This is an optimization exercise on Yosys and OpenROAD, whose aim is small area, a short achievable clock period and few clock cycles, not a production implementation. Function was checked by simulation only, so behaviour that the tests miss may differ from the original. Power figures rest on the tool's default switching activity, not on a simulated workload.

## rev 12
## circular_list_deque_unit
module circular_list_deque_unit #(
    parameter int CAPACITY = 32
) (
    input  logic                                    clk,
    input  logic                                    rst_n,
    input  logic                                    req_valid,
    output logic                                    req_stall,
    input  logic [cdq_pkg::KIND_W-1:0]              kind,
    input  logic signed [cdq_pkg::WORD_W-1:0]       value,
    output logic                                    rsp_valid,
    input  logic                                    rsp_stall,
    output logic signed [cdq_pkg::WORD_W-1:0]       item,
    output logic [cdq_pkg::STATUS_W-1:0]            status,
    output logic                                    last
);
Size in the first run: ~2,500 cells after synthesis, roughly 1,200 flip-flops, ~76 I/O pins, roughly 0.043 mm2 of cells after synthesis.
Settings: LEC_CHECK=0, CAP_MARGIN=20, CORE_MARGIN=2, CORE_UTILIZATION=65, CTS_CLUSTER_DIAMETER=150, CTS_CLUSTER_SIZE=25, SETUP_SLACK_MARGIN=2.15, SLEW_MARGIN=20; clock period 4.5 ns.
run.sh (not shown) runs the stock make flow with config.mk's settings and CLKGATE_MAP_FILE= SYNTH_SCRIPT=/design/flow/synth_recipe.tcl, a recipe that flattens the netlist after the stock synthesis.
Testbench counts of rev 12, summed over its fixed seeds: cycles 8,144.
Input-level comparison between rev 13 and rev 12:
- changing SETUP_SLACK_MARGIN from 2.15 to 2.3
Results
- The power was comparable across rev 12 and rev 13.
- Rev 13 vs. rev 12: clock-buffer cell count lost about 3%, area added between synthesis and finish neither gained nor lost much.
- Rev 13 and rev 12 ended up with roughly the same combinational power.
- Taking rev 12 as the reference point, the via count of the first global-routing pass of rev 13 falls by 0.63%.
- From rev 12 to rev 13, count of unique library cells instantiated by Yosys did not move at all.
- STATUS wire length of the first global-routing pass: rev 13 loses against rev 12
- For final cell utilization of the core, rev 13 and rev 12 come out practically identical.

---

## run 1
The RTL this note starts from:
==> flow/design.v <==
package cdq_pkg;
    localparam int WORD_W   = 32;
    localparam int KIND_W   = 3;
    localparam int STATUS_W = 2;
    localparam logic [KIND_W-1:0] KIND_PUSH_FRONT = 3'd0;
    localparam logic [KIND_W-1:0] KIND_PUSH_BACK  = 3'd1;
    localparam logic [KIND_W-1:0] KIND_POP_FRONT  = 3'd2;
    localparam logic [KIND_W-1:0] KIND_POP_BACK   = 3'd3;
    localparam logic [KIND_W-1:0] KIND_READ_ALL   = 3'd4;
    localparam logic [STATUS_W-1:0] STATUS_OK    = 2'd0;
    localparam logic [STATUS_W-1:0] STATUS_EMPTY = 2'd1;
    localparam logic [STATUS_W-1:0] STATUS_FULL  = 2'd2;
    typedef enum logic [2:0] {
        OP_PUSH_FRONT,
        OP_PUSH_BACK,
        OP_POP_FRONT,
        OP_POP_BACK,
        OP_READ_ALL
    } op_t;
    typedef struct packed {
        op_t                      op;
        logic signed [WORD_W-1:0] value;
    } cmd_t;
    typedef struct packed {
        logic full;
        logic empty;
    } q_status_t;
    typedef enum logic [1:0] {
        ST_IDLE,
        ST_READ,
        ST_DUMP
    } state_t;
endpackage
module circular_list_deque_unit #(
    parameter int CAPACITY = 32
) (
    input  logic                                    clk,
    input  logic                                    rst_n,
    input  logic                                    req_valid,
    output logic                                    req_stall,
    input  logic [cdq_pkg::KIND_W-1:0]              kind,
    input  logic signed [cdq_pkg::WORD_W-1:0]       value,
    output logic                                    rsp_valid,
    input  logic                                    rsp_stall,
    output logic signed [cdq_pkg::WORD_W-1:0]       item,
    output logic [cdq_pkg::STATUS_W-1:0]            status,
    output logic                                    last
);
    localparam int PW = $clog2(CAPACITY);
    localparam int CW = $clog2(CAPACITY + 1);
    localparam int WW = cdq_pkg::WORD_W;
    logic [WW-1:0] mem [0:CAPACITY-1];
    logic          s_valid, stall_q, port_ok;
    logic          s_pf, s_pb, s_popf, s_popb, s_rd;
    logic [WW-1:0] s_value;
    logic          h_valid;
    logic          h_pf, h_pb, h_popf, h_popb, h_rd;
    logic [WW-1:0] h_value;
    logic [PW-1:0] f_ptr, b_ptr, r_ptr;
    logic [PW-1:0] f_dec, f_inc, b_dec, b_inc;
    logic          empty_r, full_r, single_r;
    logic          dumping, dlast_r;
    logic                r_valid, r_last;
    logic [1:0]          r_status;
    logic [CAPACITY-1:0] r_sel;
    logic          o_valid, o_port, o_last;    
    logic [1:0]    o_status;
    logic [WW-1:0] o_item;
    logic o_free, r_free, go;
    logic push_ok, pop_ok, rd_ok;
    logic [PW-1:0] dump_addr;
    logic sel_b, sel_f;
    logic dump_last, h_done, h_take;
    logic [3:0]    w_lo;       
    logic [7:0]    w_hi;       
    logic [PW-1:0] wa;
    logic [WW-1:0] w_data;
    logic [WW-1:0] rd_word;
    assign o_free = !o_valid || !rsp_stall;
    assign r_free = !r_valid || o_free;
    assign go     = h_valid && r_free;
    assign push_ok = (h_pf || h_pb) && !full_r;
    assign pop_ok  = (h_popf || h_popb) && !empty_r;
    assign rd_ok   = h_rd && !empty_r;
    assign dump_addr = dumping ? r_ptr : f_ptr;
    assign dump_last = dumping ? dlast_r : single_r;
    assign h_done    = !h_rd || empty_r || dump_last;
    assign h_take    = go && h_done;
    assign req_stall = stall_q;
    assign port_ok = req_valid && kind <= cdq_pkg::KIND_READ_ALL;
    assign h_valid = s_valid || port_ok;
    assign h_pf    = s_valid ? s_pf   : (kind == cdq_pkg::KIND_PUSH_FRONT);
    assign h_pb    = s_valid ? s_pb   : (kind == cdq_pkg::KIND_PUSH_BACK);
    assign h_popf  = s_valid ? s_popf : (kind == cdq_pkg::KIND_POP_FRONT);
    assign h_popb  = s_valid ? s_popb : (kind == cdq_pkg::KIND_POP_BACK);
    assign h_rd    = s_valid ? s_rd   : (kind == cdq_pkg::KIND_READ_ALL);
    assign h_value = s_valid ? s_value : value;
    always_ff @(posedge clk or negedge rst_n)
    begin
        if (!rst_n)
        begin
            s_valid <= 1'b0;
            stall_q <= 1'b0;
        end
        else
        begin
            s_valid <= h_valid && !h_take;
            stall_q <= s_valid ? !(r_free && h_done) : (port_ok && !(r_free && h_done));
        end
    end
    always_ff @(posedge clk)
    begin
        if (!s_valid)
        begin
            s_pf    <= (kind == cdq_pkg::KIND_PUSH_FRONT);
            s_pb    <= (kind == cdq_pkg::KIND_PUSH_BACK);
            s_popf  <= (kind == cdq_pkg::KIND_POP_FRONT);
            s_popb  <= (kind == cdq_pkg::KIND_POP_BACK);
            s_rd    <= (kind == cdq_pkg::KIND_READ_ALL);
            s_value <= value;
        end
    end
    always_ff @(posedge clk or negedge rst_n)
    begin
        if (!rst_n)
        begin
            f_ptr    <= '0;
            b_ptr    <= PW'(CAPACITY - 1);
            empty_r  <= 1'b1;
            full_r   <= 1'b0;
            single_r <= 1'b0;
            dumping  <= 1'b0;
        end
        else if (go)
        begin
            if (h_pf && !full_r)
            begin
                f_ptr <= f_dec;
            end
            if (h_pb && !full_r)
            begin
                b_ptr <= b_inc;
            end
            if (h_popf && !empty_r)
            begin
                f_ptr <= f_inc;
            end
            if (h_popb && !empty_r)
            begin
                b_ptr <= b_dec;
            end
            if (push_ok)
            begin
                empty_r  <= 1'b0;
                full_r   <= (f_dec == b_inc);           
                single_r <= empty_r;
            end
            if (pop_ok)
            begin
                empty_r  <= single_r;
                full_r   <= 1'b0;
                single_r <= (f_inc == b_ptr);           
            end
            if (rd_ok)
            begin
                dumping <= !dump_last;
            end
        end
    end
    always_ff @(posedge clk)
    begin
        if (go && h_rd)
        begin
            r_ptr   <= dump_addr + PW'(1);
            dlast_r <= dumping ? (r_ptr == b_dec) : (f_ptr == b_dec);
        end
    end
    always_ff @(posedge clk or negedge rst_n)
    begin
        if (!rst_n)
        begin
            w_hi <= '0;
        end
        else
        begin
            for (int j = 0; j < 8; j++)
            begin
                w_hi[j] <= go && push_ok && wa[4:2] == 3'(j);
            end
        end
    end
    assign f_dec = f_ptr - PW'(1);
    assign f_inc = f_ptr + PW'(1);
    assign b_dec = b_ptr - PW'(1);
    assign b_inc = b_ptr + PW'(1);
    assign wa    = h_pf ? f_dec : b_inc;
    always_ff @(posedge clk)
    begin
        for (int j = 0; j < 4; j++)
        begin
            w_lo[j] <= (wa[1:0] == 2'(j));
        end
        w_data <= h_value;
    end
    always_ff @(posedge clk)
    begin
        for (int i = 0; i < CAPACITY; i++)
        begin
            if (w_hi[i / 4] && w_lo[i % 4])
            begin
                mem[i] <= w_data;
            end
        end
    end
    assign sel_b = h_popb && !empty_r;
    assign sel_f = (h_popf || h_rd) && !empty_r;
    always_ff @(posedge clk or negedge rst_n)
    begin
        if (!rst_n)
        begin
            r_valid <= 1'b0;
        end
        else if (r_free)
        begin
            r_valid <= go;
        end
    end
    always_ff @(posedge clk or negedge rst_n)
    begin
        if (!rst_n)
        begin
            r_sel    <= '0;
            r_last   <= 1'b0;
            r_status <= '0;
        end
        else if (r_free)
        begin
            for (int i = 0; i < CAPACITY; i++)
            begin
                r_sel[i] <= (sel_b && b_ptr == PW'(i)) || (sel_f && dump_addr == PW'(i));
            end
            r_last   <= h_done;
            r_status <= (h_pf || h_pb) ? (full_r ? cdq_pkg::STATUS_FULL : cdq_pkg::STATUS_OK)
                                       : (empty_r ? cdq_pkg::STATUS_EMPTY : cdq_pkg::STATUS_OK);
        end
    end
    always_comb
    begin
        rd_word = '0;
        for (int i = 0; i < CAPACITY; i++)
        begin
            rd_word = rd_word | (mem[i] & {WW{r_sel[i]}});
        end
    end
    always_ff @(posedge clk or negedge rst_n)
    begin
        if (!rst_n)
        begin
            o_valid <= 1'b0;
        end
        else if (o_free)
        begin
            o_valid <= r_valid;
        end
    end
    always_ff @(posedge clk or negedge rst_n)
    begin
        if (!rst_n)
        begin
            o_port <= 1'b0;
        end
        else
        begin
            o_port <= r_valid || (o_port && rsp_stall);
        end
    end
    always_ff @(posedge clk or negedge rst_n)
    begin
        if (!rst_n)
        begin
            o_item   <= '0;
            o_status <= '0;
            o_last   <= 1'b0;
        end
        else if (o_free)
        begin
            o_item   <= rd_word;
            o_status <= r_status;
            o_last   <= r_last;
        end
    end
    assign rsp_valid = o_port;
    assign item      = o_item;
    assign status    = o_status;
    assign last      = o_last;
endmodule
Settings: LEC_CHECK=0, CAP_MARGIN=20, CORE_MARGIN=2, CORE_UTILIZATION=75, CTS_CLUSTER_DIAMETER=150, CTS_CLUSTER_SIZE=25, SETUP_SLACK_MARGIN=2.5, SLEW_MARGIN=20; clock period 4.5 ns.
Testbench counts of run 1, summed over its fixed seeds: cycles 8,144.
### run 1 -> run 2
Settings: CORE_UTILIZATION now 85, was 75; SETUP_SLACK_MARGIN now 2.45, was 2.5.
Results
- The flow ended early for run 2: it failed with a tool error in global routing (5_1_grt).
- On I/O pin count, run 1 and run 2 are neck and neck.
- Re number of resized instances in the post-cts repair step: run 1 was lower than run 2.
- When the final numbers for run 1 and run 2 were put side by side, the y dimension of the die turned out to be greater in run 1.
- As far as standard cell area after detailed placement is concerned, run 2 and run 1 perform about the same.
Here is what was changed in the inputs of run 3 compared with run 2.
Settings: CORE_UTILIZATION: 85 -> 65; SETUP_SLACK_MARGIN: 2.45 -> 2.6.
## What came out
Across run 2 and run 3, a clean result was obtained everywhere but in run 2.
Run 2 did not finish: a tool error stopped it during global routing (5_1_grt).
Sort run 2 and run 3 by number of placed cells counting well taps, descending, and run 3 comes first.
Diff run 2 -> run 3 | final HPWL from detailed placement | down by a few percent
Between run 2 and run 3, the difference in synthesized-area fraction occupied by xor and xnor cells is negligible.
Looking at run 2 and run 3, the number of input and output port buffers inserted is a wash.
Cell area after placement, run 3 vs run 2: up slightly
Measured against run 3, the site row count of run 2 comes out at 0.871 times the reference value.
Comparing run 2 against run 3, there is no change at all in synthesized-area fraction occupied by adder cells.
Global placer's final weighted congestion: run 3 vs run 2 down about 2%
Number of clock buffers inserted by TritonCTS came out exactly the same in run 2 and run 3.
Initial standard-cell utilization of the core ended up 21 points lower on run 3 than on run 2.
Here is what was changed in the inputs of run 4 compared with run 3.
Settings: changing SETUP_SLACK_MARGIN from 2.6 to 2.3.
==> run notes <==
- Between run 3 and run 4, the flow reports clock-buffer cell count decreasing slightly.
- Relative to run 3, run 4 degrades upper clock frequency limit.
- Compared with run 3, in run 4 number of signal-net buffers in the layout now sits lower, buffer count from post-CTS setup fixing now sits lower.
- Post-layout total power, run 3 and run 4, higher one = run 3.
- As of run 4, multi-input combinational cell area had fallen by a few percent compared to run 3.
- Critical path depth for run 4: 1 up relative to run 3
- The setup slack of run 4 is smaller than that of run 3.
- Between run 3 and run 4, the largest clock skew in the final design figures differ only marginally.
- Between run 3 and run 4, the cell count went down.
- Arrival time reported for the critical path endpoint, run 3 and run 4, lower one = run 3.
Relative to run 4, the following input files were edited for run 5:
Settings: SETUP_SLACK_MARGIN changed from 2.3 to 2.45.
==> run notes <==
- Changes observed in run 5 relative to run 4: final core area utilization increased by 1.8 points relative to the old numbers, period utilization decreased by 0.28 points relative to the old numbers, final hold slack decreased by 0.093 ns relative to the old numbers.

[what the ideal ports hide]
In the flow no input, the clock included, has a driving cell. The finished layouts below were timed again as built, in two steps.
Step 1 assumes that a clkbuf_16 drives the clock port and a buf_2 every other input.
Step 2, shift: input delay + t, output delay - t, t = (earliest + latest rising clock arrival at the registers) / 2. This alone moves slack from input paths to output paths.
a / b / c = no drivers / after step 1 / after step 2; a / b = the first two.
run	shift t [ns]	slack for setup (ns)	clock arrival spread, ns
rev 12	0.712	2.174 / 2.107 / 1.578	0.049 / 0.050
rev 13	0.708	2.291 / 2.239 / 1.738	0.048 / 0.048
run 1	0.713	2.320 / 2.252 / 1.703	0.028 / 0.028
run 3	0.717	2.317 / 2.249 / 1.677	0.019 / 0.018
run 4	0.712	2.303 / 2.256 / 1.674	0.022 / 0.021
run 5	0.724	2.316 / 2.244 / 1.678	0.019 / 0.019
After both steps setup and hold are still met in every run listed. The setup slack of run 3, which loses most, moves by -0.068 ns with the drivers and by -0.640 ns with both steps.
